Source: an optimization exercise on an open RTL-to-GDS flow (aim: a short achievable clock period and few clock cycles). Production flows keep margins and buffers that such runs may drop. Only simulation tests tie the RTL to the original design; equivalence was not proved.

== P ==
## serial_cpu_top
module serial_cpu_top (
    input  wire        clk,
    input  wire        rst_n,
    input  wire        start,
    input  wire [7:0]  i_datain,
    input  wire [7:0]  d_datain,
    output wire [8:0]  i_addr,
    output wire [8:0]  d_addr,
    output wire        d_we,
    output wire [7:0]  d_dataout,
    output wire [1:0]  run_status
);
    localparam [4:0] NOP  = 5'd0,  HALT = 5'd1,  LOAD = 5'd2,  STORE = 5'd3,
                     LDIH = 5'd4,  ADD  = 5'd5,  ADDI = 5'd6,  SUB   = 5'd7,
                     SUBI = 5'd8,  CMP  = 5'd9,  AND  = 5'd10, OR    = 5'd11,
                     XOR  = 5'd12, SLL  = 5'd13, SRL  = 5'd14, SET   = 5'd15,
                     JUMP = 5'd16, JMPR = 5'd17, BZ   = 5'd18, BNZ   = 5'd19,
                     BN   = 5'd20, BNN  = 5'd21, BC   = 5'd22, BNC   = 5'd23;
    localparam [1:0] RUNNING = 2'b01, HALTED = 2'b00, MEM_END = 2'b11;
    reg  [1:0]  status;
  ...
clock: 6.0 ns
lec_check: 0
abc_clock_period_in_ps: 2300
cap_margin: 20
core_margin: 2
core_utilization: 30
cts_buf_list: sky130_fd_sc_hd__clkbuf_16
setup_slack_margin: 3.7
slew_margin: 20
standard.sh (not shown) runs the stock make flow with config.mk's settings and CLKGATE_MAP_FILE= SYNTH_SCRIPT=/design/flow/synth_recipe.tcl, a recipe that flattens the netlist after the stock synthesis.
==> flow/flow/run.sh <==
#!/bin/bash
# The standard layout, with faster cells for the port buffers.
set -euo pipefail
export BUFFER_PORTS_ARGS="-buffer_cell sky130_fd_sc_hd__buf_4"
bash standard.sh > standard.log 2>&1
Testbench counts of P, summed over its fixed seeds: cycles 102,654.
Changes in Q relative to P:
--- a/flow/design.v
+++ b/flow/design.v
@@ -19,16 +19,14 @@
                      JUMP = 5'd16, JMPR = 5'd17, BZ   = 5'd18, BNZ   = 5'd19,
                      BN   = 5'd20, BNN  = 5'd21, BC   = 5'd22, BNC   = 5'd23;
     localparam [1:0] RUNNING = 2'b01, HALTED = 2'b00, MEM_END = 2'b11;
     reg  [1:0]  status;
     reg         fetching;    
     reg         ph;          
     reg         f2;          
-    reg         hzq;         
-    reg  [7:0]  pcb;         
     reg         drain;       
     reg  [7:0]  pc;
     reg  [7:0]  lo;          
     reg  [15:0] gr [0:7];
     reg         zf_q, nf_q, cf_q;    
     reg         znp;         
     reg         cp;          
@@ -40,15 +38,14 @@
     reg  [7:0]  m1sel;       
     reg  [7:0]  m2sel;       
     reg  [7:0]  rlo_q, rh0_q, rh1_q;
     reg         c8_q, cx0_q, cx1_q;
     reg         wbset;       
     reg  [7:0]  tpre [0:7];  
     reg         zlo_q, zh0_q, zh1_q;    
-    reg         add_q;       
     reg  [7:0]  setfw;       
     reg  [7:0]  dhi;         
     wire [15:0] res_q = {c8_q ? rh1_q : rh0_q, rlo_q};
     wire        c_q   = c8_q ? cx1_q : cx0_q;
     reg         ex_zn;
     reg         ex_c;
     reg  [2:0]  rd;          
@@ -129,16 +126,15 @@
             ks8 = (a ^ b) ^ c;
         end
     endfunction
     wire [4:0] op  = i_datain[7:3];
     wire [2:0] r1  = i_datain[2:0];
     wire [2:0] r2  = lo[6:4];
     wire [2:0] r3  = lo[2:0];
-    wire zf = !znp ? zf_q :
-              add_q ? (zlo_q & (c8_q ? zh1_q : zh0_q)) : ({rh0_q, rlo_q} == 16'd0);
+    wire zf = znp ? (zlo_q & (c8_q ? zh1_q : zh0_q)) : zf_q;
     wire nf = znp ? res_q[15] : nf_q;
     wire cf = cp ? c_q : cf_q;
     reg taken;
     always @(*) begin
         case (op)
             JUMP, JMPR: taken = 1'b1;
             BZ:         taken = zf;
@@ -223,20 +219,18 @@
     always @(posedge clk or negedge rst_n) begin
         if (!rst_n) begin
             status   <= HALTED;
             idle     <= 1'b1;
             fetching <= 1'b0;
             ph       <= 1'b0;
             f2       <= 1'b0;
-            hzq      <= 1'b0;
             drain    <= 1'b0;
         end else begin
-            ph  <= fetching & ~ph & ~hzq;
-            f2  <= fetching & ~f2 & ~hzq;
-            hzq <= f2 & hazard & ~at_last;
+            ph <= fetching & ~ph;
+            f2 <= fetching & ~f2;
             if (f2) begin
                 if (op == HALT) begin
                     status   <= HALTED;
                     idle     <= 1'b1;
                     fetching <= 1'b0;
                 end else if (at_last) begin
                     fetching <= 1'b0;
@@ -259,19 +253,16 @@
                 fetching <= 1'b1;
             end
         end
     end
     always @(posedge clk) begin
         if (idle)
             pc <= 8'd0;
-        else if (hzq)
-            pc <= pcb;
-        else if (f2)
+        else if (f2 && !hazard)
             pc <= pcn;
-        pcb     <= pc;
         pc_inc  <= pc + 8'd1;
         at_last <= (pc == 8'd255);
     end
     always @(posedge clk)
         lo <= i_datain;
     always @(posedge clk or negedge rst_n) begin
         if (!rst_n) begin
@@ -332,18 +323,17 @@
     begin
         rlo_q <= s_add ? slo[7:0] : oth[7:0];
         rh0_q <= s_add ? sh0[7:0] : oth[15:8];
         rh1_q <= s_add ? sh1[7:0] : oth[15:8];
         c8_q  <= slo[8];
         cx0_q <= s_add & (sh0[8] ^ cin);
         cx1_q <= s_add & (sh1[8] ^ cin);
-        zlo_q <= zsum8(opa[7:0], opb[7:0], cin);
-        zh0_q <= zsum8(opa[15:8], opb[15:8], 1'b0);
-        zh1_q <= zsum8(opa[15:8], opb[15:8], 1'b1);
-        add_q <= s_add;
+        zlo_q <= s_add ? zsum8(opa[7:0], opb[7:0], cin) : (oth[7:0] == 8'd0);
+        zh0_q <= s_add ? zsum8(opa[15:8], opb[15:8], 1'b0) : (oth[15:8] == 8'd0);
+        zh1_q <= s_add ? zsum8(opa[15:8], opb[15:8], 1'b1) : (oth[15:8] == 8'd0);
         setfw <= {8{f2 && (op == SET)}} & r1oh;
     end
     generate
         for (gi = 0; gi < 8; gi = gi + 1) begin : g_tpre
             always @(posedge clk)
                 tpre[gi] <= ks8(setfw[gi] ? opb[7:0] : gr[gi][7:0], i_datain);
         end
--- outcome ---
P -> Q: DRC violation count after routing delta 0, exact match. Maximum frequency is higher on P. Number of ordinary inverters in the final layout is lower on P. Die: Q bigger than P. Q -> P: deepest clock path buffer count delta 0, exact match. Q against P; area taken by flip-flops and latches is down by a few percent. Core utilization of the finished layout, P and Q: higher on Q. Q: met3 global-route usage lower than P. On final worst setup slack: Q sits below P.
Testbench counts of Q, summed over its fixed seeds: cycles 102,654.

## separate check: timing with driven ports
No port has a modelled driver above. Below, the same layouts with a new extraction and two added sets of constraints.
Step 1: set_driving_cell puts a clkbuf_16 on clk and a buf_2 on each other input, an assumption about the parent block.
Step 2 moves the port delays by t, midway between the first and last clock arrival at a register: inputs arrive t later, outputs are due t later. That takes back most of the time a late clock gives input paths.
Three values: ideal, step 1, step 2; two values: the first two.
| run | t (ns) | setup slack, ns | hold slack, ns | worst setup path at the end |
|---|---|---|---|---|
| P | 0.657 | 3.582 / 3.379 / 2.721 | 0.349 / 0.349 / 0.349 | input to register |
| Q | 0.657 | 3.414 / 3.181 / 2.523 | 0.350 / 0.350 / 0.350 | input to register |
After both steps setup and hold are still met in every run listed. For Q, which loses most, drivers alone change the setup slack by -0.233 ns; drivers and shift together by -0.891 ns.
